Context: an optimization exercise on an open-source flow, tuned for small area, a short achievable clock period and few clock cycles. The choices shown serve that exercise and are no tape-out recipe. At most, simulation tests tie the RTL to the original design; equivalence was not proved. The RTL of run 5 was laid out without a check of its function. Power and IR drop assume default switching activity.

<file path="flow/run.sh">
#!/bin/bash
# synth_recipe.tcl (not shown) runs the flow's synth.tcl, then flattens the netlist and writes it again
# the make line also repeats each setting of config.mk as NAME=value (left out here)
make -C /OpenROAD-flow-scripts/flow DESIGN_CONFIG=/design/flow/config.mk WORK_HOME=/design/flow/orfs CLKGATE_MAP_FILE= SYNTH_SCRIPT=/design/flow/synth_recipe.tcl finish
</file>
<file path="flow/config.mk">
export PLATFORM = sky130hd
export DESIGN_NAME = adb_packet_receive_queue_top
export DESIGN_NICKNAME = adb_packet_receive_queue_top
export VERILOG_FILES = /design/flow/design.v
export SDC_FILE = /design/flow/constraint.sdc
export NUM_CORES = 4
export LEC_CHECK = 0
export CAP_MARGIN = 20
export CORE_MARGIN = 2
export CORE_UTILIZATION = 65
export CTS_BUF_LIST = sky130_fd_sc_hd__clkbuf_8
export CTS_CLUSTER_DIAMETER = 45
export CTS_CLUSTER_SIZE = 20
export SETUP_SLACK_MARGIN = 4.2
export SLEW_MARGIN = 20
</file>
<file path="flow/constraint.sdc">
create_clock -name core_clock -period 7.0 [get_ports {clk}]
set_input_delay 1.4000 -clock core_clock [delete_from_list [all_inputs] [get_ports {clk}]]
set_output_delay 1.4000 -clock core_clock [all_outputs]
set_load 0.01 [all_outputs]
</file>
<file path="flow/design.v">
package adbq_pkg;
	localparam int unsigned RING_SLOTS_DEF = 8;
	localparam int unsigned MAX_REPLY_DEF  = 24;
	localparam int unsigned MODE_W      = 2;
	localparam int unsigned BYTE_W      = 8;
	localparam int unsigned OUTCOME_W   = 3;
	localparam int unsigned DATA_IDX_W  = 5;
	localparam int unsigned MIN_PACKET  = 3;
	localparam logic [BYTE_W-1:0] PACKET_TYPE_DATA = 8'h00;
	typedef enum logic [MODE_W-1:0] {
		MODE_BYTE  = 2'd0,
		MODE_ABORT = 2'd1,
		MODE_POP   = 2'd2,
		MODE_NOP   = 2'd3
	} mode_t;
	typedef enum logic [OUTCOME_W-1:0] {
		OC_QUEUED    = 3'd0,
		OC_IGNORED   = 3'd1,
		OC_DROPPED   = 3'd2,
		OC_PACKET    = 3'd3,
		OC_EMPTY     = 3'd4,
		OC_DISCARDED = 3'd5
	} outcome_t;
	typedef enum logic [1:0] {
		PH_ATTN = 2'd0,
		PH_RECV = 2'd1,
		PH_OVER = 2'd2
	} rx_phase_t;
	typedef enum logic [2:0] {
		S_IDLE,
		S_BYTE,
		S_JUDGE,
		S_POP,
		S_RD1,
		S_RD2,
		S_DATA
	} seq_state_t;
	typedef struct packed {
		logic byte_we;
		logic len_we;
	} store_ctl_t;
endpackage
import adbq_pkg::*;
module adbq_store #(
	parameter int unsigned RING_SLOTS = RING_SLOTS_DEF,
	parameter int unsigned MAX_REPLY  = MAX_REPLY_DEF,
	localparam int unsigned PTR_W  = $clog2(RING_SLOTS),
	localparam int unsigned SLOT_W = MAX_REPLY - 1,
	localparam int unsigned DATA_N = SLOT_W - 2,
	localparam int unsigned POS_W  = $clog2(DATA_N)
) (
	input  logic              clk,
	input  logic              arst_n,
	input  logic              we,
	input  logic [RING_SLOTS-1:0] wr_slot_oh,
	input  logic [1:0]        wr_kind,       
	input  logic [BYTE_W-1:0] wr_byte,
	input  logic [PTR_W-1:0]  q_slot,
	output logic [DATA_N-1:0] q_pos_oh,      
	output logic [POS_W-1:0]  q_pos,
	input  logic [RING_SLOTS-1:0] rd_slot_oh,
	input  logic [DATA_N-1:0]     rd_pos_oh,
	output logic [BYTE_W-1:0] rd_status,
	output logic [BYTE_W-1:0] rd_command,
	output logic [BYTE_W-1:0] rd_data
);
	logic [BYTE_W-1:0] ring   [RING_SLOTS][DATA_N];
	logic [BYTE_W-1:0] status [RING_SLOTS];
	logic [BYTE_W-1:0] cmd    [RING_SLOTS];
	logic [POS_W-1:0]  pos0   [RING_SLOTS];
	logic [BYTE_W-1:0] row    [RING_SLOTS];
	logic [RING_SLOTS-1:0] wq_slot_n;
	logic [1:0]            wq_kind;
	logic [BYTE_W-1:0]     wq_byte;
	always_ff @(posedge clk) begin
		for (int s = 0; s < RING_SLOTS; s++) begin
			wq_slot_n[s] <= !(we && wr_slot_oh[s]);
		end
		wq_kind <= wr_kind;
		wq_byte <= wr_byte;
	end
	always_ff @(posedge clk) begin
		for (int s = 0; s < RING_SLOTS; s++) begin
			ring[s][0] <= (!wq_slot_n[s] && wq_kind[1]) ? wq_byte : ring[s][DATA_N-1];
			for (int p = 1; p < DATA_N; p++) begin
				ring[s][p] <= ring[s][p-1];
			end
			if (!wq_slot_n[s] && wq_kind == 2'd0) begin
				status[s] <= wq_byte;
			end
			if (!wq_slot_n[s] && wq_kind == 2'd1) begin
				cmd[s] <= wq_byte;
			end
			if (!wq_slot_n[s] && wq_kind == 2'd2) begin
				pos0[s] <= POS_W'(1);
			end else begin
				pos0[s] <= (pos0[s] == POS_W'(DATA_N - 1)) ? '0 : pos0[s] + POS_W'(1);
			end
		end
	end
	always_comb begin
		q_pos = pos0[q_slot];
		for (int p = 0; p < DATA_N; p++) begin
			q_pos_oh[p] = (q_pos == POS_W'(p));
		end
	end
	always_comb begin
		rd_status  = '0;
		rd_command = '0;
		rd_data    = '0;
		for (int s = 0; s < RING_SLOTS; s++) begin
			row[s] = '0;
			for (int p = 0; p < DATA_N; p++) begin
				row[s] = row[s] | (ring[s][p] & {BYTE_W{rd_pos_oh[p]}});
			end
			rd_status  = rd_status  | (status[s] & {BYTE_W{rd_slot_oh[s]}});
			rd_command = rd_command | (cmd[s]    & {BYTE_W{rd_slot_oh[s]}});
			rd_data    = rd_data    | (row[s]    & {BYTE_W{rd_slot_oh[s]}});
		end
	end
endmodule
import adbq_pkg::*;
module adbq_seq #(
	parameter int unsigned RING_SLOTS = RING_SLOTS_DEF,
	parameter int unsigned MAX_REPLY  = MAX_REPLY_DEF,
	parameter int unsigned RQ_DEPTH   = 6,
	localparam int unsigned PTR_W  = $clog2(RING_SLOTS),
	localparam int unsigned SLOT_W = MAX_REPLY - 1,
	localparam int unsigned OFF_W  = $clog2(SLOT_W),
	localparam int unsigned LEN_W  = $clog2(MAX_REPLY),
	localparam int unsigned DATA_N = SLOT_W - 2,
	localparam int unsigned POS_W  = $clog2(DATA_N)
) (
	input  logic              clk,
	input  logic              arst_n,
	input  logic              deliver_enable,
	input  logic              item_valid,
	output logic              item_ready,
	input  logic [MODE_W-1:0] item_mode,
	input  logic [BYTE_W-1:0] item_link_byte,
	input  logic              item_end_of_packet,
	output logic                  result_valid,
	input  logic                  result_ready,
	output logic [OUTCOME_W-1:0]  result_outcome,
	output logic [BYTE_W-1:0]     result_status_flags,
	output logic [BYTE_W-1:0]     result_echoed_command,
	output logic [BYTE_W-1:0]     result_data_byte,
	output logic [DATA_IDX_W-1:0] result_data_index,
	output logic                  result_has_data,
	output logic                  result_last,
	output logic              wr_en,
	output logic [RING_SLOTS-1:0] wr_slot_oh,
	output logic [1:0]        wr_kind,
	output logic [BYTE_W-1:0] wr_byte,
	output logic [PTR_W-1:0]  q_slot,
	input  logic [DATA_N-1:0] q_pos_oh,
	input  logic [POS_W-1:0]  q_pos,
	output logic [RING_SLOTS-1:0] rd_slot_oh,
	output logic [DATA_N-1:0]     rd_pos_oh,
	input  logic [BYTE_W-1:0] rd_status,
	input  logic [BYTE_W-1:0] rd_command,
	input  logic [BYTE_W-1:0] rd_data
);
	localparam int unsigned CNT_W = $clog2(MAX_REPLY + 1);
	localparam int unsigned RQ_W  = $clog2(RQ_DEPTH);
	localparam int unsigned ITEM_W = MODE_W + BYTE_W + 1;
	function automatic logic [PTR_W-1:0] ring_next(input logic [PTR_W-1:0] i);
		ring_next = (i == PTR_W'(RING_SLOTS - 1)) ? '0 : i + PTR_W'(1);
	endfunction
	logic              rdy_q, in_v, sk_v;
	logic [ITEM_W-1:0] in_d, sk_d, item_d;
	logic              take, consume, in_free;
	assign item_d  = {item_mode, item_link_byte, item_end_of_packet};
	assign take    = item_valid && rdy_q;
	assign in_free = !in_v || consume;
	assign item_ready = rdy_q;
	always_ff @(posedge clk or negedge arst_n) begin
		if (!arst_n) begin
			in_v  <= 1'b0;
			sk_v  <= 1'b0;
			rdy_q <= 1'b0;
		end else begin
			if (in_free) begin
				in_v  <= sk_v || take;
				sk_v  <= 1'b0;
				rdy_q <= 1'b1;
			end else begin
				sk_v  <= sk_v || take;
				rdy_q <= !(sk_v || take);
			end
		end
	end
	always_ff @(posedge clk) begin
		if (rdy_q) begin
			sk_d <= item_d;
		end
		if (in_free) begin
			in_d <= sk_v ? sk_d : item_d;
		end
	end
	logic [MODE_W-1:0] in_mode;
	logic [BYTE_W-1:0] in_byte;
	logic              in_eop;
	assign {in_mode, in_byte, in_eop} = in_d;
	adbq_pkg::rx_phase_t phase_q;
	logic [CNT_W-1:0]  count_q;
	logic              type0_q;
	logic [PTR_W-1:0]  head_q;
	logic [RING_SLOTS-1:0] tail_oh;    
	logic [PTR_W-1:0]  occ_q;          
	logic [RING_SLOTS-1:0] busy_q, busy_set, busy_clr;
	logic              has_mem [RING_SLOTS];
	logic [LEN_W-1:0]  li_mem  [RING_SLOTS];
	logic is_byte, is_abort, is_pop, owes, stores, st_cmd, data, judging, judge_ok, stall;
	logic empty, full, pend_v, aligned, busy_wait, cmd_safe, data_safe;
	logic [POS_W-1:0] al_q, al_d;
	logic [CNT_W-1:0] count_d;
	adbq_pkg::rx_phase_t phase_d;
	logic f_recv, f_over, f_nz, f_eq1, f_eq2, f_eq3, f_ge2, f_ge3, f_alz;
	logic [OUTCOME_W-1:0] pend_oc;
	logic [LEN_W-1:0] judge_nd, judge_li;
	logic [OUTCOME_W-1:0] judge_oc;
	logic [RQ_DEPTH-1:0][3:0] rq_q;
	logic [RQ_DEPTH-1:0] rq_v;
	logic            rq_full, rq_push, rq_pop;
	logic [3:0]      rq_in, rq_head;
	assign is_byte  = (in_mode == MODE_BYTE);
	assign is_abort = (in_mode == MODE_ABORT);
	assign is_pop   = (in_mode == MODE_POP);
	assign owes     = (is_byte && in_eop) || is_abort || is_pop;
	assign stores   = is_byte && f_recv && f_nz;
	assign st_cmd   = stores && !f_ge3;
	assign data     = stores && f_ge3;
	assign aligned   = f_eq3 || f_alz;
	assign busy_wait = (|(busy_q & tail_oh)) && ((data && !data_safe) || (st_cmd && !cmd_safe));
	assign stall    = pend_v || (is_pop && rq_full) || busy_wait || (data && !aligned);
	assign consume  = in_v && !stall;
	assign judging  = consume && ((is_byte && in_eop) || is_abort);
	assign empty = (occ_q == '0);
	assign full  = (occ_q == PTR_W'(RING_SLOTS - 1));
	always_comb begin
		if (is_byte) begin
			judge_ok = ((f_recv && f_ge2) || f_over) && type0_q;
			judge_nd = f_over ? LEN_W'(SLOT_W - 2) : LEN_W'(count_q - CNT_W'(MIN_PACKET - 1));
		end else begin
			judge_ok = f_ge3 && type0_q;
			judge_nd = LEN_W'(count_q - CNT_W'(MIN_PACKET));
		end
		judge_li = (judge_nd != '0) ? judge_nd - LEN_W'(1) : '0;
		if (!judge_ok) begin
			judge_oc = OC_IGNORED;
		end else if (full) begin
			judge_oc = OC_DROPPED;
		end else begin
			judge_oc = OC_QUEUED;
		end
	end
	always_comb begin
		if (pend_v) begin
			rq_in = {1'b0, pend_oc};
		end else if (is_pop) begin
			if (empty) begin
				rq_in = {1'b0, OC_EMPTY};
			end else if (!deliver_enable) begin
				rq_in = {1'b0, OC_DISCARDED};
			end else begin
				rq_in = {1'b1, 3'(head_q)};
			end
		end else begin
			rq_in = {1'b0, judge_oc};
		end
	end
	assign rq_push  = pend_v ? !rq_full : (consume && owes && !rq_full);
	assign busy_set = (consume && is_pop && !empty && deliver_enable) ?
		(RING_SLOTS'(1) << head_q) : '0;
	assign wr_en   = consume && stores;
	assign wr_slot_oh = tail_oh;
	assign wr_kind = f_eq1 ? 2'd0 : f_eq2 ? 2'd1 : f_eq3 ? 2'd2 : 2'd3;
	always_comb begin
		phase_d = phase_q;
		count_d = count_q;
		if (consume) begin
			if (is_byte) begin
				if (f_recv) begin
					count_d = count_q + CNT_W'(1);
					if (count_q == CNT_W'(MAX_REPLY - 1)) begin
						phase_d = PH_OVER;
					end
				end else if (!f_over) begin
					phase_d = PH_RECV;
					count_d = '0;
				end
			end
			if (judging) begin
				phase_d = PH_ATTN;
				count_d = '0;
			end
		end
		if (consume && data) begin
			al_d = '0;
		end else begin
			al_d = (al_q == POS_W'(DATA_N - 1)) ? '0 : al_q + POS_W'(1);
		end
	end
	assign wr_byte = in_byte;
	always_ff @(posedge clk or negedge arst_n) begin
		if (!arst_n) begin
			phase_q <= PH_ATTN;
			count_q <= '0;
			type0_q <= 1'b0;
			head_q  <= '0;
			tail_oh <= RING_SLOTS'(1);
			occ_q   <= '0;
			busy_q  <= '0;
			pend_v  <= 1'b0;
			al_q    <= '0;
			{f_recv, f_over, f_nz, f_eq1, f_eq2, f_eq3, f_ge2, f_ge3} <= '0;
			f_alz   <= 1'b1;
		end else begin
			al_q    <= al_d;
			f_alz   <= (al_d == '0);
			phase_q <= phase_d;
			count_q <= count_d;
			f_recv  <= (phase_d == PH_RECV);
			f_over  <= (phase_d == PH_OVER);
			f_nz    <= (count_d != '0);
			f_eq1   <= (count_d == CNT_W'(1));
			f_eq2   <= (count_d == CNT_W'(2));
			f_eq3   <= (count_d == CNT_W'(3));
			f_ge2   <= (count_d >= CNT_W'(2));
			f_ge3   <= (count_d >= CNT_W'(3));
			if (pend_v) begin
				pend_v <= rq_full;
			end else if (judging && rq_full) begin
				pend_v <= 1'b1;
			end
			busy_q <= (busy_q & ~busy_clr) | busy_set;
			if (consume) begin
				if (is_byte && f_recv && !f_nz) begin
					type0_q <= (in_byte == PACKET_TYPE_DATA);
				end
				if (judging) begin
					if (judge_oc == OC_QUEUED) begin
						tail_oh <= {tail_oh[RING_SLOTS-2:0], tail_oh[RING_SLOTS-1]};
						occ_q   <= occ_q + PTR_W'(1);
					end
				end
				if (is_pop && !empty) begin
					head_q <= ring_next(head_q);
					occ_q  <= occ_q - PTR_W'(1);
				end
			end
		end
	end
	always_ff @(posedge clk) begin
		for (int i = 0; i < RING_SLOTS; i++) begin
			if (judging && judge_oc == OC_QUEUED && tail_oh[i]) begin
				has_mem[i] <= (judge_nd != '0);
				li_mem[i]  <= judge_li;
			end
		end
		if (judging) begin
			pend_oc <= judge_oc;
		end
	end
	assign rq_full = rq_v[RQ_DEPTH-1];
	assign rq_head = rq_q[0];
	always_ff @(posedge clk or negedge arst_n) begin
		if (!arst_n) begin
			rq_v <= '0;
		end else if (rq_push && !rq_pop) begin
			rq_v <= {rq_v[RQ_DEPTH-2:0], 1'b1};
		end else if (rq_pop && !rq_push) begin
			rq_v <= {1'b0, rq_v[RQ_DEPTH-1:1]};
		end
	end
	always_ff @(posedge clk) begin
		for (int i = 0; i < RQ_DEPTH; i++) begin
			if (rq_pop) begin
				if (rq_push && rq_v[i] && (i == RQ_DEPTH - 1 || !rq_v[i + 1])) begin
					rq_q[i] <= rq_in;
				end else if (i < RQ_DEPTH - 1) begin
					rq_q[i] <= rq_q[i + 1];
				end
			end else if (rq_push && !rq_v[i] && (i == 0 || rq_v[i - 1])) begin
				rq_q[i] <= rq_in;
			end
		end
	end
	logic                  c_v, c_rep, c_done, c_has;
	logic [OUTCOME_W-1:0]  c_code;
	logic [PTR_W-1:0]      c_slot;
	logic [RING_SLOTS-1:0] c_slot_oh;
	logic [POS_W-1:0]      c_pos, c_pos_nx;
	logic [DATA_N-1:0]     c_tsel, c_tsel_nx;
	localparam logic [DATA_N-1:0] TAPS = DATA_N'(21'h11111);
	logic                  c_at, c_at_rot;
	logic [LEN_W-1:0]      c_idx, c_rem, c_li, q_li;
	logic                  q_has;
	logic [POS_W-1:0]      c_vict, c_vict_nx;
	logic                  c_safe;
	logic                  load_ok, emit, c_last, c_fin, c_load;
	logic                  res_valid_q;
	logic [OUTCOME_W-1:0]  res_outcome_q;
	logic [BYTE_W-1:0]     res_status_q, res_cmd_q, res_data_q;
	logic [DATA_IDX_W-1:0] res_index_q;
	logic                  res_has_q, res_last_q;
	assign load_ok    = !res_valid_q || result_ready;
	assign emit       = c_v && load_ok && c_at;
	assign c_pos_nx   = (c_pos == POS_W'(DATA_N - 1)) ? '0 : c_pos + POS_W'(1);
	always_comb begin
		for (int p = 0; p < DATA_N; p++) begin
			c_tsel_nx[p] = TAPS[p] && (c_pos_nx == POS_W'(p));
		end
	end
	assign c_at_rot   = |c_tsel_nx;
	assign c_last     = !c_rep || (c_rem == '0);
	assign c_fin      = emit && c_last;
	assign c_load     = (!c_v || c_fin) && rq_v[0];
	assign rq_pop     = c_load;
	assign rd_slot_oh = c_slot_oh;
	assign rd_pos_oh  = c_tsel;
	assign q_slot     = PTR_W'(rq_head[2:0]);
	assign q_has      = has_mem[PTR_W'(rq_head[2:0])];
	assign q_li       = li_mem[PTR_W'(rq_head[2:0])];
	assign busy_clr   = (c_fin && c_rep) ? c_slot_oh : '0;
	assign cmd_safe  = c_v && c_rep && c_done && (|(c_slot_oh & tail_oh));
	assign data_safe = c_v && c_rep && c_safe && (|(c_slot_oh & tail_oh));
	always_ff @(posedge clk or negedge arst_n) begin
		if (!arst_n) begin
			c_v         <= 1'b0;
			res_valid_q <= 1'b0;
		end else begin
			if (c_load) begin
				c_v <= 1'b1;
			end else if (c_fin) begin
				c_v <= 1'b0;
			end
			if (emit) begin
				res_valid_q <= 1'b1;
			end else if (result_ready) begin
				res_valid_q <= 1'b0;
			end
		end
	end
	assign c_vict_nx = (c_vict == POS_W'(DATA_N - 1)) ? '0 : c_vict + POS_W'(1);
	always_ff @(posedge clk) begin
		if (c_load) begin
			c_vict <= (q_pos >= POS_W'(DATA_N - 2)) ? q_pos - POS_W'(DATA_N - 2) : q_pos + POS_W'(2);
			c_safe <= 1'b0;
		end else begin
			c_vict <= c_vict_nx;
			c_safe <= (LEN_W'(c_vict_nx) < c_idx) || !c_has || (LEN_W'(c_vict_nx) > c_li);
		end
		if (c_load) begin
			c_rep     <= rq_head[3];
			c_code    <= rq_head[2:0];
			c_slot    <= PTR_W'(rq_head[2:0]);
			c_slot_oh <= RING_SLOTS'(1) << rq_head[2:0];
			c_idx     <= '0;
			c_done    <= 1'b0;
			c_has     <= q_has;
			c_li      <= q_li;
			c_rem     <= q_li;
			c_pos     <= q_pos;
			c_tsel    <= q_has ? (q_pos_oh & TAPS) : '0;
			c_at      <= !rq_head[3] || !q_has || (|(q_pos_oh & TAPS));
		end else if (emit) begin
			c_idx     <= c_idx + LEN_W'(1);
			c_rem     <= c_rem - LEN_W'(1);
			c_done    <= 1'b1;
		end else begin
			c_pos     <= c_pos_nx;
			c_tsel    <= c_has ? c_tsel_nx : '0;
			c_at      <= !c_rep || !c_has || c_at_rot;
		end
		if (emit) begin
			if (c_rep) begin
				res_outcome_q <= OC_PACKET;
				if (!c_done) begin
					res_status_q <= rd_status;
					res_cmd_q    <= rd_command;
				end
				res_data_q  <= rd_data;
				res_index_q <= DATA_IDX_W'(c_idx);
				res_has_q   <= c_has;
				res_last_q  <= c_last;
			end else begin
				res_outcome_q <= c_code;
				res_status_q  <= '0;
				res_cmd_q     <= '0;
				res_data_q    <= '0;
				res_index_q   <= '0;
				res_has_q     <= 1'b0;
				res_last_q    <= 1'b1;
			end
		end
	end
	assign result_valid          = res_valid_q;
	assign result_outcome        = res_outcome_q;
	assign result_status_flags   = res_status_q;
	assign result_echoed_command = res_cmd_q;
	assign result_data_byte      = res_data_q;
	assign result_data_index     = res_index_q;
	assign result_has_data       = res_has_q;
	assign result_last           = res_last_q;
endmodule
import adbq_pkg::*;
module adb_packet_receive_queue_top #(
	parameter int unsigned RING_SLOTS = RING_SLOTS_DEF,
	parameter int unsigned MAX_REPLY  = MAX_REPLY_DEF
) (
	input  logic          clk,
	input  logic          arst_n,
	input  logic          cfg_we,
	input  logic          cfg_wdata,
	input  logic                  item_valid,
	output logic                  item_ready,
	input  logic [MODE_W-1:0]     item_mode,
	input  logic [BYTE_W-1:0]     item_link_byte,
	input  logic                  item_end_of_packet,
	output logic                  result_valid,
	input  logic                  result_ready,
	output logic [OUTCOME_W-1:0]  result_outcome,
	output logic [BYTE_W-1:0]     result_status_flags,
	output logic [BYTE_W-1:0]     result_echoed_command,
	output logic [BYTE_W-1:0]     result_data_byte,
	output logic [DATA_IDX_W-1:0] result_data_index,
	output logic                  result_has_data,
	output logic                  result_last
);
	localparam int unsigned PTR_W  = $clog2(RING_SLOTS);
	localparam int unsigned SLOT_W = MAX_REPLY - 1;
	localparam int unsigned OFF_W  = $clog2(SLOT_W);
	logic              deliver_enable_q;
	logic              wr_en;
	logic [PTR_W-1:0]  q_slot;
	logic [RING_SLOTS-1:0] wr_slot_oh;
	logic [1:0]        wr_kind;
	logic [$clog2(SLOT_W-2)-1:0] q_pos;
	logic [RING_SLOTS-1:0] rd_slot_oh;
	logic [SLOT_W-3:0] rd_pos_oh, q_pos_oh;
	logic [BYTE_W-1:0] wr_byte, rd_status, rd_command, rd_data;
	always_ff @(posedge clk or negedge arst_n) begin
		if (!arst_n) begin
			deliver_enable_q <= 1'b0;
		end else if (cfg_we) begin
			deliver_enable_q <= cfg_wdata;
		end
	end
	adbq_seq #(
		.RING_SLOTS (RING_SLOTS),
		.MAX_REPLY  (MAX_REPLY)
	) u_seq (
		.clk            (clk),
		.arst_n         (arst_n),
		.deliver_enable (deliver_enable_q),
		.item_valid            (item_valid),
		.item_ready            (item_ready),
		.item_mode             (item_mode),
		.item_link_byte        (item_link_byte),
		.item_end_of_packet    (item_end_of_packet),
		.result_valid          (result_valid),
		.result_ready          (result_ready),
		.result_outcome        (result_outcome),
		.result_status_flags   (result_status_flags),
		.result_echoed_command (result_echoed_command),
		.result_data_byte      (result_data_byte),
		.result_data_index     (result_data_index),
		.result_has_data       (result_has_data),
		.result_last           (result_last),
		.wr_en      (wr_en),
		.wr_slot_oh (wr_slot_oh),
		.wr_kind    (wr_kind),
		.wr_byte    (wr_byte),
		.q_slot     (q_slot),
		.q_pos_oh   (q_pos_oh),
		.q_pos      (q_pos),
		.rd_slot_oh (rd_slot_oh),
		.rd_pos_oh  (rd_pos_oh),
		.rd_status  (rd_status),
		.rd_command (rd_command),
		.rd_data    (rd_data)
	);
	adbq_store #(
		.RING_SLOTS (RING_SLOTS),
		.MAX_REPLY  (MAX_REPLY)
	) u_store (
		.clk        (clk),
		.arst_n     (arst_n),
		.we         (wr_en),
		.wr_slot_oh (wr_slot_oh),
		.wr_kind    (wr_kind),
		.wr_byte    (wr_byte),
		.q_slot     (q_slot),
		.q_pos_oh   (q_pos_oh),
		.q_pos      (q_pos),
		.rd_slot_oh (rd_slot_oh),
		.rd_pos_oh  (rd_pos_oh),
		.rd_status  (rd_status),
		.rd_command (rd_command),
		.rd_data    (rd_data)
	);
endmodule
</file>
==> summary.txt, run 1 <==
Vias in the first global route = 23800
Nature of the critical path endpoint = output pin
Die Wd = 273 um
Worst Hold Class = flop to flop
Syn nets = 3092
CP Class = flop to output pin
Placer Congestion = 0.845
Leakage = 20.5 nW
Period utilisation layout = 0.410
Cell with the most instances after synthesis = dfxtp_1
Register area share after synthesis = 0.816
Skew final = 42.4 ps
Buf/Inv on CP = 1
Vias post-DR = 23400
Yosys top cell area share = 0.600
Seq cells post-synth = 1763
Status = no timing/DRC/antenna violations
Routed wire length = 93100 um
Slowest stage delay, CP = 500 ps
Peak VDD IR = 0.276 mV
Die area = 0.0747 mm^2
Syn avg cell area = 15.6 um^2
Required time of the critical path = 5600 ps
Gr ovfl total = 0
Drt pass-1 iters = 6
Post-synth ARST share = 0.0323
Final instance area = 0.0523 mm^2
CP max-delay cell = edfxtp_1
Largest net degree at the start of global routing = 58
Pwr/cell area = 360 mW/mm^2
Non-filler instance count after layout = 4238
Top cells by count, synth = dfxtp_1, edfxtp_1, a22oi_1
H-tree depth = 4
Nets = 3251
Yosys cell types = 92
Via-to-Cell Ratio = 5.53
Cell Chain, Critical Path = buf_6
Core Rows = 98
Yosys warnings = 12
Chip height = 273 um
GRT Total Usage = 0.252
Placed Cells incl. Taps = 3953
Actual slew at the worst max-slew pin = 1130 ps
Leading area contributor after synthesis = dfxtp_1
CTS tree = built
Slew Limit Fails = 0
Initial core utilization = 0.659
Layout cell share with drive strength beyond 1 = 0.153
Wire length of the first global-routing pass = 142000 um
RSZ-0062 raised after global routing = yes
Ys flop type = dfxtp_1
Slew HR = 0.249
Port Buffers = 52
M1 WL = 43400 um
FMAX = 0.348 GHz
Hold Vio Cnt, Final = 0
Drt first-iter violations = 2031
Cell family with most CP delay = flip-flops
Synthesized area = 0.0472 mm^2
Data arrival, critical path = 1470 ps
Number of synthesized flops with an enable pin = 292
Io pins = 53
Reg2Reg Depth = 13
Setup tns final = 0 ps
Largest cells by area after synthesis = dfxtp_1, edfxtp_1, dfrtp_1, a22oi_1, mux2_2
Critical path fanouts, max = 1
DR top layer = met4
Area Growth Syn to Fin = 10.8%
Antenna violations before repair = 4
CP Depth = 1
Routed Antenna Nets = 0
Syn Inst Count = 3025
CTS max path bufs = 3
Crit start category = flop
Final Setup Violations = 0
Root Driver = clkbuf_8
Detailed-routed wire length on met3 = 5510 um
Residual DRC = 0
TritonCTS Buffers = 138
Sink Count = 1763
Max Cap Violations = 0
DR WL met2 = 42300 um
Clock-pin slew on the worst setup and hold paths = 110 ps
Detailed Place HPWL = 53500 um
DP Area = 0.0487 mm^2
Worst-skew pair later-pin latency = 800 ps
WL/cell = 22.0 um
Core ar. = 0.0716 mm^2
Period minus WS final = 2870 ps
Worst hold stages = 0
placed cells by master, fill, tap and decap left out, drive strengths merged, types with 18 or more instances in the layout:
cell type  netlist  final
o21ai           56     56
edfxtp         292    292
mux2           108    108
a22oi          172    172
nor2           119    119
a41oi           25     25
clkinv           1     24
clkinvlp         0     18
a222oi          65     65
xnor2           22     22
a21oi           26     26
dfrtp           55     55
nand2          143    143
buf             37    100
dfxtp         1414   1414
xor2            21     21
inv             74    113
ha              49     49
clkbuf          66    157
nand3           40     40
nand2b          25     26
path summary, 6_finish.rpt:
path / startpoint / slack (ps) / to
setup / recovery: u_seq.res_data_q[1] / 4130 / result_data_byte[1]
hold / removal: u_store.ring[133][0] / 300 / u_store.ring[134][0]
setup reg to reg: u_seq.rq_q[2] / 4200 / u_seq.c_vict[1]
hold reg to reg: u_store.ring[133][0] / 300 / u_store.ring[134][0]
max in group asynchronous: arst_n / 5720 / u_seq.rdy_q
min in group asynchronous: arst_n / 770 / u_seq.f_ge2
layer usage:
metal  global-route usage  vias to the layer above
met2                0.390                      690
met5                    0                        -
met4               0.0689                        0
met1                0.374                    11700
li1                     -                    11000
met3               0.0390                      123
through the flow:
stage / setup slack [ps] / hold WS, ps / util / total power [mW]
after floorplan: 4000 / 310 / - / 12.2
after global placement: 2900 / 310 / 0.681 / 13.0
after detailed placement: 2850 / 312 / 0.681 / 13.1
after CTS: 4020 / 296 / 0.727 / 18.8
after global routing: 4060 / 294 / 0.730 / 19.5
final: 4130 / 298 / 0.730 / 18.8
kinds of logic after synthesis:
family,Yosys count,share of synthesized area
buffers and inverters,178,0.0150
muxes,128,0.0308
AOI/OAI and AO/OA,440,0.0736
xor gates and xnor gates,43,0.00798
adders and majority gates,50,0.0134
DFF,1763,0.816
and+or+nand+nor,423,0.0428
layout make-up:
cell class | count | area [um^2]
clock buffer | 155 | 2130
clock inverter | 87 | 858
sequential | 1763 | 38500
antenna | 2 | 5.00
multi-input combinational | 1085 | 8170
fill | 4591 | 19300
tap | 950 | 1190
inverter | 75 | 319
timing repair inverter | 2 | 17.5
timing repair buffer | 119 | 1060
sequential cells by signal (all words and copies together) (netlist names), 6 cells and up:
signal              flops
u_store.status         64
u_seq.in_d             11
u_store.cmd            64
u_store.wq_byte         8
u_seq.has_mem           8
u_seq.sk_d             11
u_store.ring         1344
u_seq.li_mem           40
u_seq.tail_oh           8
u_seq.c_slot_oh         8
u_store.pos0           40
u_seq.res_status_q      8
u_seq.busy_q            8
u_seq.res_data_q        8
u_store.wq_slot_n       8
u_seq.res_cmd_q         8
u_seq.rq_q             24
u_seq.rq_v              6
power breakdown:
group          switching [mW]  internal, mW  total, mW  leakage, nW
sequential              0.243          10.6       10.9         14.9
combinational            1.42         0.732       2.16         4.04
clock                    3.28          2.49       5.77         1.55
total                    4.95          13.9       18.8         20.5
what timing repair did:
| action | CTS | global route |
|---|---|---|
| setup buffers | 26 | 10 |
| hold endpoints to repair | 0 | 0 |
| setup endpoints to repair | 200 | 183 |
| cloned | 4 | 1 |
| pin swaps | 5 | 6 |
| gates resized for setup | 192 | 30 |
| hold buffers | 0 | 0 |
Testbench counts, summed over its fixed seeds: cycles 23,510.
==> run 2, diff against run 1 <==
--- a/flow/config.mk
+++ b/flow/config.mk
@@ -5,11 +5,12 @@
 export SDC_FILE = /design/flow/constraint.sdc
 export NUM_CORES = 4
 export LEC_CHECK = 0
-export CAP_MARGIN = 20
+export CAP_MARGIN = 0
 export CORE_MARGIN = 2
 export CORE_UTILIZATION = 65
 export CTS_BUF_LIST = sky130_fd_sc_hd__clkbuf_8
 export CTS_CLUSTER_DIAMETER = 45
 export CTS_CLUSTER_SIZE = 20
+export GPL_ROUTABILITY_DRIVEN = 0
 export SETUP_SLACK_MARGIN = 4.2
-export SLEW_MARGIN = 20
+export SLEW_MARGIN = 0
==> run 2 against run 1 <==
Register-to-register slack barely moved. Setup slack barely moved. Core utilization barely moved. Sequential power barely moved. Still clean. Highest routed layer unchanged.
==> summary.txt, run 2 <==
Critical path fanouts, max = 1 (unchanged)
CP Class = flop to output pin
Vias post-DR = 23500 (+0.021%)
Data arrival, critical path = 1470 ps (about the same)
Detailed Place HPWL = 53500 um (unchanged)
Placed Cells incl. Taps = 3953 (unchanged)
Worst Hold Class = flop to flop
Wire length of the first global-routing pass = 142000 um (unchanged)
Internal reg-to-reg setup slack = 4200 ps (about the same)
Buf/Inv on CP = 1 (unchanged)
Drt pass-1 iters = 6 (unchanged)
Top reg by flops = u_store.ring
Period utilisation layout = 0.410 (about the same)
CP max-delay cell = edfxtp_1
Residual DRC = 0 (unchanged)
Max FFs per register = 1344 (unchanged)
Io pins = 53 (unchanged)
Largest regs = u_store.ring (1344), u_store.cmd (64), u_store.status (64)
FMAX = 0.348 GHz (about the same)
R2r startpoint = u_seq.rq_q[2]
Register area share after synthesis = 0.816 (unchanged)
Post-synth ARST share = 0.0323 (unchanged)
CTS max path bufs = 3 (unchanged)
Slowest stage delay, CP = 500 ps (about the same)
Status = no timing/DRC/antenna violations
Period minus WS final = 2870 ps (+0.0400 ps)
Pwr/cell area = 360 mW/mm^2 (about the same)
Root Driver = clkbuf_8
WL/cell = 22.0 um (about the same)
Area Growth Syn to Fin = 10.8% (about the same)
TritonCTS Buffers = 138 (unchanged)
Total Power = 18.8 mW (about the same)
Hold Vio Cnt, Final = 0 (unchanged)
Actual slew at the worst max-slew pin = 1140 ps (+9.31 ps)
Initial core utilization = 0.659 (unchanged)
Core Rows = 98 (unchanged)
Routed wire length = 93100 um (about the same)
Drt first-iter violations = 2030 (-0.049%)
Non-filler instance count after layout = 4238 (unchanged)
Worst hold stages = 0 (unchanged)
Hold_buf cts = 0 (unchanged)
Skew final = 42.4 ps (unchanged)
Largest cells by area after synthesis = dfxtp_1, edfxtp_1, dfrtp_1, a22oi_1, mux2_2
CTS tree = built
Crit start category = flop
GRT Total Usage = 0.252 (unchanged)
Sw frac = 0.263 (about the same)
Final instance area = 0.0523 mm^2 (about the same)
RSZ-0062 raised after global routing = yes
Required time of the critical path = 5600 ps (about the same)
Cell Chain, Critical Path = buf_6
Commonest non-fill, non-tap cells in the layout = dfxtp_1, edfxtp_1, a22oi_1
Seq cells post-synth = 1763 (unchanged)
Cell with the most instances after synthesis = dfxtp_1
WHS Endpoint = u_store.ring[134][0]
Synthesized area = 0.0472 mm^2 (unchanged)
Port Buffers = 52 (unchanged)
Max Cap Violations = 0 (unchanged)
Gr ovfl total = 0 (unchanged)
Via-to-Cell Ratio = 5.53 (about the same)
Antenna violations before repair = 4 (unchanged)
Clock Power Share = 0.307 (about the same)
Worst-skew pair later-pin latency = 800 ps (about the same)
Slew Limit Fails = 0 (unchanged)
Gate power share = 0.115 (about the same)
DP Area = 0.0487 mm^2 (unchanged)
Final Setup Violations = 0 (unchanged)
Peak VDD IR = 0.276 mV (about the same)
RR Endpoint = u_seq.c_vict[1]
Core ar. = 0.0716 mm^2 (unchanged)
Leakage = 20.5 nW (unchanged)
Syn nets = 3092 (unchanged)
Die area = 0.0747 mm^2 (unchanged)
Top cells by count, synth = dfxtp_1, edfxtp_1, a22oi_1
Slew HR = 0.242 (-0.00724)
Yosys cell types = 92 (unchanged)
H-tree depth = 4 (unchanged)
Yosys warnings = 12 (unchanged)
Die Wd = 273 um (unchanged)
Layout cell share with drive strength beyond 1 = 0.152 (-0.000913)
Syn Inst Count = 3025 (unchanged)
Chip height = 273 um (unchanged)
Sequential share of power = 0.579 (about the same)
Sink Count = 1763 (unchanged)
Ys flop type = dfxtp_1
Most common cell after layout, fill and taps aside = dfxtp_1
Largest net degree at the start of global routing = 58 (unchanged)
Syn avg cell area = 15.6 um^2 (unchanged)
Setup tns final = 0 ps (unchanged)
Cell family with most CP delay = flip-flops
Vias in the first global route = 23800 (unchanged)
Clock-pin slew on the worst setup and hold paths = 110 ps (about the same)
Reg2Reg Depth = 13 (unchanged)
Yosys top cell area share = 0.600 (unchanged)
Routed Antenna Nets = 0 (unchanged)
Leading area contributor after synthesis = dfxtp_1
Hold Crit Start = u_store.ring[133][0]
Switching power = 4.95 mW (about the same)
Pint = 13.9 mW (about the same)
Number of synthesized flops with an enable pin = 292 (unchanged)
Nature of the critical path endpoint = output pin
Nets = 3251 (unchanged)
[run 2: cell counts after synthesis]
Identical to the previous run, type by type.
[run 2: timing repair]
action / 4_1_cts / 5_1_grt
pin swaps: 5 / 6
setup buffers: 26 / 10
endpoints found under the setup margin: 200 / 183
gates resized for setup: 192 / 30
gates cloned: 4 / 1
[run 2: power groups by stage]
stage	Clock [mW]	Sequential [mW]	Combinational (mW)
5_1_grt	6.28	10.9	2.31
3_5_place_dp	0	11.1	1.96
6_report	5.77	10.9	2.16
2_1_floorplan	0	11.0	1.19
4_1_cts	5.89	10.9	2.09
3_3_place_gp	0	11.1	1.90
[run 2: worst max-delay path by stage]
stage,from,end,slack (ps),cells after the start
6_report,u_seq.res_data_q[1],result_data_byte[1],4130,1
5_1_grt,u_seq.rdy_q,item_ready,4060,1
4_1_cts,u_seq.rdy_q,item_ready,4020,1
3_5_place_dp,result_ready,u_seq.rq_q[16],2850,9
3_3_place_gp,result_ready,u_seq.c_vict[3],2900,10
2_1_floorplan,result_ready,u_seq.rq_q[20],4000,9
[run 2: cells by family after synthesis]
kind of cell / Yosys count / share of synthesized area
mux: 128 / 0.0308
compound gates: 440 / 0.0736
fa+ha+maj: 50 / 0.0134
buf+inv: 178 / 0.0150
xor+xnor: 43 / 0.00798
flops: 1763 / 0.816
simple gates: 423 / 0.0428
[run 2: final cells by class]
class,count,area (um^2)
diodes,2,5.00
clock buffers,155,2130
clock inverters,87,858
fillers,4591,19400
inverters,75,319
multi-input cells,1085,8170
flip-flops and latches,1763,38500
well taps,950,1190
repair buffers,119,1060
repair inverters,2,17.5
[run 2: per-stage QoR]
step                      setup WS, ps  utilization  hold slack [ps]
after CTS                         4020        0.727              296
final                             4130        0.730              298
after global placement            2900        0.681              310
after detailed placement          2850        0.681              312
after global routing              4060        0.730              294
after floorplan                   4000            -              310
[run 2: per-layer routing]
layer	track usage	up-vias	wire length (um)
li1	-	11000	-
met1	0.374	11700	43400
met2	0.390	693	42300
met3	0.0390	123	5570
met4	0.0689	0	1770
met5	0	-	0
==> run 3, diff against run 2 <==
--- a/flow/config.mk
+++ b/flow/config.mk
@@ -7,10 +7,10 @@
 export LEC_CHECK = 0
 export CAP_MARGIN = 0
 export CORE_MARGIN = 2
-export CORE_UTILIZATION = 65
+export CORE_UTILIZATION = 70
 export CTS_BUF_LIST = sky130_fd_sc_hd__clkbuf_8
 export CTS_CLUSTER_DIAMETER = 45
 export CTS_CLUSTER_SIZE = 20
-export GPL_ROUTABILITY_DRIVEN = 0
+export PLACE_DENSITY = 0.78
 export SETUP_SLACK_MARGIN = 4.2
 export SLEW_MARGIN = 0
==> run 3 against run 2 <==
Critical path depth unchanged. Non-clock buffer count down 8. Synthesized cell count unchanged. Largest power group unchanged. Clock-buffer cell count down 11. Critical path type unchanged. Still clean.
==> summary.txt, run 3 <==
Core Rows = 95 (-3.1%)
Gr ovfl total = 0 (unchanged)
Total Power = 18.7 mW (-0.72%)
GRT Total Usage = 0.275 (+0.0229)
Chip height = 264 um (-3.6%)
Core ar. = 0.0669 mm^2 (-6.5%)
Crit start category = flop
Cell with the most instances after synthesis = dfxtp_1
Syn Inst Count = 3025 (unchanged)
Vias post-DR = 24100 (+2.6%)
Nature of the critical path endpoint = output pin
Commonest non-fill, non-tap cells in the layout = dfxtp_1, edfxtp_1, a22oi_1
Die Wd = 264 um (-3.6%)
Actual slew at the worst max-slew pin = 1300 ps (+167 ps)
Layout cell share with drive strength beyond 1 = 0.146 (-0.00537)
Setup tns final = 0 ps (unchanged)
Yosys cell types = 92 (unchanged)
Slowest stage delay, CP = 510 ps (about the same)
WL/cell = 23.0 um (+4.5%)
Leading area contributor after synthesis = dfxtp_1
CP Class = flop to output pin
FMAX = 0.342 GHz (-2.0%)
Syn nets = 3092 (unchanged)
RSZ-0062 raised after global routing = yes
Largest net degree at the start of global routing = 65 (+12%)
Yosys top cell area share = 0.600 (unchanged)
Most common cell after layout, fill and taps aside = dfxtp_1
Data arrival, critical path = 1530 ps (+60 ps)
Antenna violations before repair = 2 (-2)
Routed Antenna Nets = 0 (unchanged)
Required time of the critical path = 5600 ps (about the same)
Routed wire length = 95000 um (+2.1%)
Cell family with most CP delay = flip-flops
Sink Count = 1763 (unchanged)
TritonCTS Buffers = 132 (-4.3%)
Seq cells post-synth = 1763 (unchanged)
CTS max path bufs = 3 (unchanged)
Worst Hold Class = flop to flop
Period utilisation layout = 0.418 (+0.00825)
Io pins = 53 (unchanged)
Nets = 3237 (-0.43%)
Ys flop type = dfxtp_1
Critical path fanouts, max = 1 (unchanged)
Register Area = 0.0385 mm^2 (about the same)
Initial core utilization = 0.705 (+0.0461)
CTS tree = built
Drt pass-1 iters = 6 (unchanged)
Multi-input gate area = 0.00819 mm^2 (+0.28%)
Slew HR = 0.131 (-0.111)
Root Driver = clkbuf_8
Die area = 0.0695 mm^2 (-7.0%)
Layout Utilization = 0.777 (+0.0468)
Number of synthesized flops with an enable pin = 292 (unchanged)
Register area share after synthesis = 0.816 (unchanged)
Buf/Inv on CP = 1 (unchanged)
Synthesized area = 0.0472 mm^2 (unchanged)
Slew Limit Fails = 0 (unchanged)
Largest cells by area after synthesis = dfxtp_1, edfxtp_1, dfrtp_1, a22oi_1, mux2_2
Top cells by count, synth = dfxtp_1, edfxtp_1, a22oi_1
Final Setup Violations = 0 (unchanged)
Period minus WS final = 2930 ps (+57.7 ps)
CP max-delay cell = edfxtp_1
Max FFs per register = 1344 (unchanged)
Peak VDD IR = 0.291 mV (+5.5%)
Detailed Place HPWL = 54800 um (+2.4%)
Skew final = 48.1 ps (+5.69 ps)
Worst-skew pair later-pin latency = 840 ps (+40 ps)
Wire length of the first global-routing pass = 145000 um (+2.0%)
Syn avg cell area = 15.6 um^2 (unchanged)
Leakage = 20.4 nW (-0.61%)
Via-to-Cell Ratio = 5.82 (+5.1%)
Drt first-iter violations = 2253 (+11%)
Placer Congestion = 0.838
Status = no timing/DRC/antenna violations
Yosys warnings = 12 (unchanged)
Pwr/cell area = 359 mW/mm^2 (-0.17%)
Vias in the first global route = 24600 (+3.5%)
Fill count = 3737 (-19%)
Post-synth ARST share = 0.0323 (unchanged)
H-tree depth = 4 (unchanged)
Clock-pin slew on the worst setup and hold paths = 110 ps (about the same)
Max Cap Violations = 0 (unchanged)
Residual DRC = 0 (unchanged)
Cell Chain, Critical Path = buf_2
Largest regs = u_store.ring (1344), u_store.cmd (64), u_store.status (64)
Top reg by flops = u_store.ring
Area Growth Syn to Fin = 10.2%
Hold Vio Cnt, Final = 0 (unchanged)
Port Buffers = 52 (unchanged)
## run 3: area by class of cell
type	instances	area share
timing repair buffer	111	0.0196
sequential	1763	0.741
clock buffer	144	0.0381
tap	873	0.0210
multi-input combinational	1085	0.158
inverter	75	0.00614
clock inverter	83	0.0161
antenna	1	0.0000482
timing repair inverter	2	0.000337
## run 3: worst paths after layout
path                                startpoint                   to  slack (ps)  depth (start not counted)
setup / recovery           u_seq.res_data_q[3]  result_data_byte[3]        4070                          1
hold / removal              u_store.ring[9][7]  u_store.ring[10][7]         310                          0
setup reg to reg                 u_seq.rq_q[2]      u_seq.c_vict[1]        4140                         12
hold reg to reg             u_store.ring[9][7]  u_store.ring[10][7]         310                          0
max in group asynchronous               arst_n          u_seq.rdy_q        5750                          2
min in group asynchronous               arst_n        u_seq.al_q[4]         740                          2
## run 3: cell families (layout without fill, tap and decap cells)
| kind of cell | after synthesis | count (layout) | share of synthesized area |
|---|---|---|---|
| buffers and inverters | 178 | 415 | 0.0150 |
| muxes | 128 | 128 | 0.0308 |
| AOI/OAI and AO/OA | 440 | 440 | 0.0736 |
| xor gates and xnor gates | 43 | 43 | 0.00798 |
| adders and majority gates | 50 | 50 | 0.0134 |
| DFF | 1763 | 1763 | 0.816 |
| and+or+nand+nor | 423 | 424 | 0.0428 |
| other | 0 | 1 | 0 |
## run 3: repair_timing
| item | 4_1_cts | 5_1_grt |
|---|---|---|
| gates cloned | 4 | 1 |
| hold buffers | 0 | 0 |
| endpoints found under the setup margin | 213 | 169 |
| setup buffers | 14 | 15 |
| resized for setup | 187 | 34 |
| pin swaps | 5 | 10 |
## run 3: metrics by stage
stage               cell area, um^2  cells  hold slack [ps]  setup slack [ps]
finish                        52000   4137              306              4070
global route                  52000   4137              317              4020
CTS                           51700   4120              305              4030
detailed placement            48600   3875              312              2920
global placement              48600   3875              310              2990
floorplan                     47300   3025              310              4000
## run 3: layer usage
| metal | up-vias | GRT usage | wire [um] |
|---|---|---|---|
| li1 | 10900 | - | - |
| met1 | 11900 | 0.394 | 41300 |
| met2 | 1007 | 0.423 | 43700 |
| met3 | 191 | 0.0565 | 7290 |
| met4 | 0 | 0.0951 | 2640 |
| met5 | - | 0 | 0 |
## run 3: worst reg2reg max path, stage by stage (launching register included)
cell	delay, ps
edfxtp_1	440
buf_12	170
clkinvlp_4	80
nor3_2	50
a22o_1	230
a221o_1	310
o32ai_4	250
inv_2	100
ha_4	180
nor3b_4	160
o41ai_4	400
mux2i_1	300
o21ai_1	100
## run 3: power breakdown
| part | switching [mW] | internal [mW] | total, mW |
|---|---|---|---|
| Sequential | 0.255 | 10.6 | 10.9 |
| Clock | 3.31 | 2.29 | 5.60 |
| Combinational | 1.43 | 0.739 | 2.17 |
==> run 4, diff against run 3 <==
--- a/flow/config.mk
+++ b/flow/config.mk
@@ -7,10 +7,9 @@
 export LEC_CHECK = 0
 export CAP_MARGIN = 0
 export CORE_MARGIN = 2
-export CORE_UTILIZATION = 70
+export CORE_UTILIZATION = 65
 export CTS_BUF_LIST = sky130_fd_sc_hd__clkbuf_8
 export CTS_CLUSTER_DIAMETER = 45
 export CTS_CLUSTER_SIZE = 20
-export PLACE_DENSITY = 0.78
 export SETUP_SLACK_MARGIN = 4.2
 export SLEW_MARGIN = 0
==> run 4 against run 3 <==
Synthesized cell count is the same. Critical endpoint is now result_data_byte[1]. Core utilization down 4.7 points. Total power up 0.73%. Highest routed layer unchanged. Via count is 2.5% lower. Design area is 0.56% higher. Register-to-register slack improved by 60 ps. Critical path type unchanged. Global-route usage down 2.3 points.
==> summary.txt, run 4 <==
Layout cell share with drive strength beyond 1 = 0.152 (+0.00537)
Top cells by count, synth = dfxtp_1, edfxtp_1, a22oi_1
Ys flop type = dfxtp_1
Clock-pin slew on the worst setup and hold paths = 110 ps (about the same)
Largest regs = u_store.ring (1344), u_store.cmd (64), u_store.status (64)
Synthesized area = 0.0472 mm^2 (unchanged)
Routed wire length = 93100 um (-2.0%)
Max FFs per register = 1344 (unchanged)
Internal reg-to-reg setup slack = 4200 ps (+60 ps)
GRT busiest layer = met2
Die Wd = 273 um (+3.7%)
Leakage = 20.5 nW (+0.61%)
Crit start category = flop
Placer Congestion = 0.845 (+0.75%)
Die area = 0.0747 mm^2 (+7.6%)
Period utilisation layout = 0.410 (-0.00825)
RSZ-0062 raised after global routing = yes
Core ar. = 0.0716 mm^2 (+7.0%)
Slowest stage delay, CP = 500 ps (about the same)
CTS max path bufs = 3 (unchanged)
CP Class = flop to output pin
Area Growth Syn to Fin = 10.8%
Met1 Use GR = 0.374 (-0.0198)
Cell with the most instances after synthesis = dfxtp_1
Via-to-Cell Ratio = 5.53 (-4.9%)
CTS tree = built
Largest net degree at the start of global routing = 58 (-11%)
Slew Limit Fails = 0 (unchanged)
Setup tns final = 0 ps (unchanged)
Cell Chain, Critical Path = buf_6
Slew HR = 0.242 (+0.111)
Port Buffers = 52 (unchanged)
Seq cells post-synth = 1763 (unchanged)
Antenna violations before repair = 4 (+2)
FMAX = 0.348 GHz (+2.0%)
Detailed Place HPWL = 53500 um (-2.3%)
Commonest non-fill, non-tap cells in the layout = dfxtp_1, edfxtp_1, a22oi_1
GRT Total Usage = 0.252 (-0.0229)
Status = no timing/DRC/antenna violations
Worst Hold Class = flop to flop
Register area share after synthesis = 0.816 (unchanged)
WL/cell = 22.0 um (-4.3%)
Initial core utilization = 0.659 (-0.0461)
TritonCTS Buffers = 138 (+4.5%)
Gr ovfl total = 0 (unchanged)
Yosys top cell area share = 0.600 (unchanged)
Sink Count = 1763 (unchanged)
Top reg by flops = u_store.ring
M2 GR Usage = 0.390 (-0.0327)
Drt pass-1 iters = 6 (unchanged)
Period minus WS final = 2870 ps (-57.7 ps)
Critical path fanouts, max = 1 (unchanged)
Actual slew at the worst max-slew pin = 1140 ps (-167 ps)
Wire length of the first global-routing pass = 142000 um (-1.9%)
Leading area contributor after synthesis = dfxtp_1
Max Cap Violations = 0 (unchanged)
Number of synthesized flops with an enable pin = 292 (unchanged)
Syn avg cell area = 15.6 um^2 (unchanged)
Data arrival, critical path = 1470 ps (-60 ps)
H-tree depth = 4 (unchanged)
Hold_buf cts = 0 (unchanged)
CP max-delay cell = edfxtp_1
Vias in the first global route = 23800 (-3.3%)
Total Power = 18.8 mW (+0.73%)
Root Driver = clkbuf_8
Routed Antenna Nets = 0 (unchanged)
Cell family with most CP delay = flip-flops
Peak VDD IR = 0.276 mV (-5.2%)
Hold Slack = 298 ps (-8.44 ps)
Buf/Inv on CP = 1 (unchanged)
Hold Vio Cnt, Final = 0 (unchanged)
Largest cells by area after synthesis = dfxtp_1, edfxtp_1, dfrtp_1, a22oi_1, mux2_2
Core Rows = 98 (+3.2%)
Worst-skew pair later-pin latency = 800 ps (-40 ps)
Post-synth ARST share = 0.0323 (unchanged)
Vias post-DR = 23500 (-2.5%)
Nets = 3251 (+0.43%)
Most common cell after layout, fill and taps aside = dfxtp_1
Yosys cell types = 92 (unchanged)
Met3 Use GR = 0.0390 (-0.0175)
Syn nets = 3092 (unchanged)
Skew final = 42.4 ps (-5.69 ps)
Yosys warnings = 12 (unchanged)
Drt first-iter violations = 2030 (-9.9%)
Syn Inst Count = 3025 (unchanged)
Nature of the critical path endpoint = output pin
Final Setup Violations = 0 (unchanged)
Pwr/cell area = 360 mW/mm^2 (+0.17%)
Io pins = 53 (unchanged)
Required time of the critical path = 5600 ps (about the same)
Residual DRC = 0 (unchanged)
Chip height = 273 um (+3.7%)
-- run 4: cell counts after synthesis --
Identical to the previous run, type by type.
-- run 4: stage by stage --
stage                     utilization  setup slack, ps  area, um^2  cells
after floorplan                     -             4000       47300   3025
after global placement          0.681             2900       48700   3953
after detailed placement        0.681             2850       48700   3953
after CTS                       0.727             4020       52100   4225
after global routing            0.730             4060       52300   4237
final                           0.730             4130       52300   4238
-- run 4: kinds of logic (layout without fill, tap and decap cells) --
group,after synthesis,count (layout),synth area share
AO/OA/AOI/OAI,440,440,0.0736
XOR/XNOR,43,43,0.00798
adder cells (fa/ha/maj),50,50,0.0134
buffers and inverters,178,438,0.0150
flip-flops,1763,1763,0.816
multiplexers,128,128,0.0308
other,0,2,0
AND/OR/NAND/NOR,423,424,0.0428
-- run 4: layer usage --
metal,wire length (um),share of wire
met1,43400,0.47
met2,42300,0.46
met3,5570,0.060
met4,1770,0.019
met5,0,0
-- run 4: final cells by class --
cell class                      instances  area, um^2
Multi-Input combinational cell       1085        8170
Antenna cell                            2        5.00
Inverter                               75         319
Tap cell                              950        1190
Fill cell                            4591       19400
Sequential cell                      1763       38500
Timing Repair Buffer                  119        1060
Clock buffer                          155        2130
Clock inverter                         87         858
Timing Repair inverter                  2        17.5
-- run 4: path summary, 6_finish.rpt --
check | endpoint | cells past startpoint | startpoint
setup / recovery | result_data_byte[1] | 1 | u_seq.res_data_q[1]
hold / removal | u_store.ring[134][0] | 0 | u_store.ring[133][0]
setup reg to reg | u_seq.c_vict[1] | 13 | u_seq.rq_q[2]
hold reg to reg | u_store.ring[134][0] | 0 | u_store.ring[133][0]
max in group asynchronous | u_seq.rdy_q | 2 | arst_n
min in group asynchronous | u_seq.f_ge2 | 2 | arst_n
-- run 4: power by group --
group / total (mW) / switching (mW) / leakage [nW] / internal [mW]
logic: 2.16 / 1.42 / 4.04 / 0.732
clock network: 5.77 / 3.28 / 1.55 / 2.49
registers: 10.9 / 0.242 / 14.9 / 10.6
total: 18.8 / 4.95 / 20.5 / 13.9
-- run 4: timing repair --
| item | in CTS | in global routing |
|---|---|---|
| hold endpoints to repair | 0 | 0 |
| gates cloned | 4 | 1 |
| pin swaps | 5 | 6 |
| endpoints found under the setup margin | 200 | 183 |
| buffers inserted | 26 | 10 |
| resized for setup | 192 | 30 |
==> run 5, diff against run 4 <==
--- a/flow/design.v
+++ b/flow/design.v
@@ -395,7 +395,8 @@
 	logic [DATA_N-1:0]     c_tsel, c_tsel_nx;
 	localparam logic [DATA_N-1:0] TAPS = DATA_N'(21'h11111);
 	logic                  c_at, c_at_rot;
-	logic [LEN_W-1:0]      c_idx, c_rem, c_li, q_li;
+	logic [LEN_W-1:0]      c_idx, c_li, q_li;
+	logic                  c_end;      
 	logic                  q_has;
 	logic [POS_W-1:0]      c_vict, c_vict_nx;
 	logic                  c_safe;
@@ -414,7 +415,7 @@
 		end
 	end
 	assign c_at_rot   = |c_tsel_nx;
-	assign c_last     = !c_rep || (c_rem == '0);
+	assign c_last     = !c_rep || c_end;
 	assign c_fin      = emit && c_last;
 	assign c_load     = (!c_v || c_fin) && rq_v[0];
 	assign rq_pop     = c_load;
@@ -461,13 +462,13 @@
 			c_done    <= 1'b0;
 			c_has     <= q_has;
 			c_li      <= q_li;
-			c_rem     <= q_li;
+			c_end     <= (q_li == '0);
 			c_pos     <= q_pos;
 			c_tsel    <= q_has ? (q_pos_oh & TAPS) : '0;
 			c_at      <= !rq_head[3] || !q_has || (|(q_pos_oh & TAPS));
 		end else if (emit) begin
 			c_idx     <= c_idx + LEN_W'(1);
-			c_rem     <= c_rem - LEN_W'(1);
+			c_end     <= (c_idx + LEN_W'(1) == c_li);
 			c_done    <= 1'b1;
 		end else begin
 			c_pos     <= c_pos_nx;
==> run 5 against run 4 <==
Clock-buffer cell count grew 3. Final cell count down 0.50%. Total power up 1.3%. Sequential power about the same. Combinational power rose by 6%. Critical path type unchanged. Non-clock buffer count fell by 21. Global-route usage decreased by 0.40 points. Fmax down 0.22%. Design area fell by 0.93%. Wire length is 2.4% lower. Sequential share of layout area increased by 0.45 points. Highest routed layer unchanged. Critical endpoint is now result_status_flags[2]. First-iteration DRC count up 1.3%.
==> summary.txt, run 5 <==
Largest cells by area after synthesis = dfxtp_1, edfxtp_1, dfrtp_1, a22oi_1, mux2_2
Placed Cells incl. Taps = 3944 (-0.23%)
Period utilisation layout = 0.411 (+0.000921)
Skew final = 49.8 ps (+7.32 ps)
FMAX = 0.348 GHz (-0.22%)
CP max-delay cell = edfxtp_1
Vias post-DR = 23200 (-0.93%)
Hold_buf cts = 0 (unchanged)
Antenna violations before repair = 3 (-1)
PnR worst setup slack = 4120 ps (-6.45 ps)
Ys flop type = dfxtp_1
Period minus WS final = 2880 ps (+6.45 ps)
Leakage = 20.4 nW (-0.59%)
Top reg by flops = u_store.ring
Reg2Reg Depth = 6 (-7)
Setup tns final = 0 ps (unchanged)
Final Setup Violations = 0 (unchanged)
Cell Chain, Critical Path = buf_2
Leading area contributor after synthesis = dfxtp_1
Post-synth ARST share = 0.0324 (+0.0000735)
Seq cells post-synth = 1759 (-0.23%)
Core ar. = 0.0715 mm^2 (-0.17%)
Wire length of the first global-routing pass = 140000 um (-1.4%)
Syn nets = 3083 (-0.29%)
Actual slew at the worst max-slew pin = 1190 ps (+59.5 ps)
Number of synthesized flops with an enable pin = 288 (-1.4%)
CTS max path bufs = 3 (unchanged)
Commonest non-fill, non-tap cells in the layout = dfxtp_1, edfxtp_1, a22oi_1
Syn Inst Count = 3017 (-0.26%)
Slew Limit Fails = 0 (unchanged)
R2r startpoint = u_seq.in_d[10]
RSZ-0062 raised after global routing = yes
RR Endpoint = u_seq.rq_q[9]
TritonCTS Buffers = 140 (+1.4%)
CP Class = flop to output pin
Synthesized area = 0.0469 mm^2 (-0.51%)
Nature of the critical path endpoint = output pin
Routed Antenna Nets = 0 (unchanged)
Required time of the critical path = 5600 ps (about the same)
Vias in the first global route = 23900 (+0.38%)
Initial core utilization = 0.656 (-0.00223)
Max Cap Violations = 0 (unchanged)
Residual DRC = 0 (unchanged)
Yosys top cell area share = 0.603 (+0.00307)
WL/cell = 21.6 um (-1.9%)
Peak VDD IR = 0.289 mV (+4.7%)
Gr ovfl total = 0 (unchanged)
Dpl ws = 2410 ps (-438 ps)
Chip height = 273 um (-0.25%)
Critical path fanouts, max = 1 (unchanged)
Layout cell share with drive strength beyond 1 = 0.146 (-0.00550)
Routed wire length = 90900 um (-2.4%)
Worst Hold Class = flop to flop
Worst-skew pair later-pin latency = 820 ps (+20 ps)
Syn avg cell area = 15.6 um^2 (-0.25%)
Hold Crit Start = u_store.ring[11][4]
Slowest stage delay, CP = 490 ps (about the same)
Core Rows = 98 (unchanged)
Max FFs per register = 1344 (unchanged)
Port Buffers = 52 (unchanged)
Internal reg-to-reg setup slack = 4280 ps (+80 ps)
Cell with the most instances after synthesis = dfxtp_1
Hold Slack = 306 ps (+8.11 ps)
Via-to-Cell Ratio = 5.51 (-0.43%)
Detailed Place HPWL = 52200 um (-2.5%)
Io pins = 53 (unchanged)
Status = no timing/DRC/antenna violations
Area Growth Syn to Fin = 10.3%
Data arrival, critical path = 1480 ps (about the same)
Worst hold stages = 0 (unchanged)
Placer Congestion = 0.847 (+0.24%)
GRT Total Usage = 0.248 (-0.00398)
Non-filler instance count after layout = 4217 (-0.50%)
Clock-pin slew on the worst setup and hold paths = 100 ps (about the same)
Most common cell after layout, fill and taps aside = dfxtp_1
Crit start category = flop
Top cells by count, synth = dfxtp_1, edfxtp_1, a22oi_1
Die area = 0.0744 mm^2 (-0.50%)
Root Driver = clkbuf_8
Drt pass-1 iters = 7 (+1)
Yosys cell types = 79 (-14%)
Die Wd = 273 um (-0.25%)
Largest regs = u_store.ring (1344), u_store.cmd (64), u_store.status (64)
Cell family with most CP delay = flip-flops
Drt first-iter violations = 2057 (+1.3%)
Yosys warnings = 12 (unchanged)
Slew HR = 0.203 (-0.0386)
Buf/Inv on CP = 1 (unchanged)
Nets = 3225 (-0.80%)
Sink Count = 1759 (-0.23%)
Hold Vio Cnt, Final = 0 (unchanged)
Pwr/cell area = 368 mW/mm^2 (+2.3%)
Register area share after synthesis = 0.818 (+0.00162)
H-tree depth = 4 (unchanged)
CTS tree = built
WHS Endpoint = u_store.ring[12][4]
Largest net degree at the start of global routing = 65 (+12%)
[run 5: cell types whose count changed after synthesis, moves of 5 or more]
cell | before | now
nor2b_1 | 15 | 10
nand2_1 | 142 | 148
o21ai_0 | 53 | 62
mux2_2 | 92 | 104
a22o_1 | 12 | 20
mux2_1 | 16 | 1
mux2i_1 | 17 | 22
buf_1 | 21 | 16
[run 5: logic make-up (layout without fill, tap and decap cells)]
group | after synthesis | in the layout | share of synthesized area
other | 0 | 1 | 0
multiplexers | 129 | 129 | 0.0308
flip-flops | 1759 | 1759 | 0.818
buffers and inverters | 171 | 419 | 0.0146
AND/OR/NAND/NOR | 420 | 421 | 0.0425
adder cells (fa/ha/maj) | 49 | 49 | 0.0132
AO/OA/AOI/OAI | 439 | 439 | 0.0716
XOR/XNOR | 50 | 50 | 0.00933
[run 5: final cells by class]
| cell class | instances | area (um^2) |
|---|---|---|
| flip-flops and latches | 1759 | 38400 |
| fillers | 4633 | 19700 |
| inverters | 72 | 285 |
| multi-input cells | 1088 | 7980 |
| diodes | 1 | 2.50 |
| well taps | 950 | 1190 |
| clock buffers | 158 | 2170 |
| repair buffers | 98 | 858 |
| clock inverters | 91 | 900 |
[run 5: per-layer routing]
metal / vias up / part of all wire / GRT usage
met2: 695 / 0.45 / 0.378
met4: 0 / 0.023 / 0.0868
met5: - / 0 / 0
li1: 10900 / - / -
met3: 136 / 0.061 / 0.0452
met1: 11500 / 0.46 / 0.361
[run 5: repair_timing]
item | in CTS | in global routing
pin swaps | 3 | 3
setup endpoints to repair | 254 | 102
cloned | 1 | 1
gates resized for setup | 184 | 22
buffers inserted | 10 | 11
[run 5: worst max-delay path by stage]
stage,start,end,slack [ps],cells after the start
5_1_grt,u_seq.res_status_q[2],result_status_flags[2],4070,1
2_1_floorplan,result_ready,u_seq.rq_q[0],4210,8
3_3_place_gp,result_ready,u_seq.rq_q[17],2490,7
3_5_place_dp,result_ready,u_seq.rq_q[16],2410,7
4_1_cts,u_seq.res_status_q[2],result_status_flags[2],4060,1
6_report,u_seq.res_status_q[2],result_status_flags[2],4120,1
[run 5: report_power, final]
part,total [mW],leakage (nW),internal (mW),switching [mW]
clock,5.86,1.59,2.58,3.27
combinational,2.28,3.90,0.757,1.53
sequential,10.9,14.9,10.7,0.257
total,19.1,20.4,14.0,5.06
[run 5: through the flow]
stage | util | power, mW | instance area [um^2]
4_1_cts | 0.722 | 19.1 | 51600
3_5_place_dp | 0.678 | 13.3 | 48500
6_report | 0.724 | 19.1 | 51800
3_3_place_gp | 0.678 | 13.2 | 48500
5_1_grt | 0.724 | 19.8 | 51800
2_1_floorplan | - | 12.4 | 47000

-- what the ideal ports hide --
In the flow no input, the clock included, has a driving cell. The finished layouts below were timed again as built, in two steps.
Step 1 sets driving cells, clkbuf_16 on the clock port and buf_2 on the other inputs (assumed; they add their load-dependent delay and slew).
Step 2 adds t to the input delays and takes it off the output delays; t is the mean of the earliest and latest rising clock arrival at the registers after step 1. Input paths then give back, and output paths get back, about the clock's delay inside the block.
Three values: ideal ports, drivers, drivers and shift; two values: the first two.
run | t, ns | slack for setup (ns) | hold WS [ns] | worst slew at a driven data input, ns
run 1 | 0.842 | 4.130 / 4.070 / 3.451 | 0.298 / 0.298 / 0.298 | 0.03
run 2 | 0.842 | 4.130 / 4.070 / 3.451 | 0.298 / 0.298 / 0.298 | 0.03
run 3 | 0.881 | 4.072 / 4.005 / 3.399 | 0.306 / 0.306 / 0.306 | 0.04
run 4 | 0.842 | 4.130 / 4.070 / 3.451 | 0.298 / 0.298 / 0.298 | 0.03
run 5 | 0.856 | 4.124 / 4.059 / 3.422 | 0.306 / 0.306 / 0.306 | 0.04
After both steps every run listed still meets setup and hold. For run 5, which loses most, drivers alone change the setup slack by -0.065 ns; drivers and shift together by -0.702 ns.
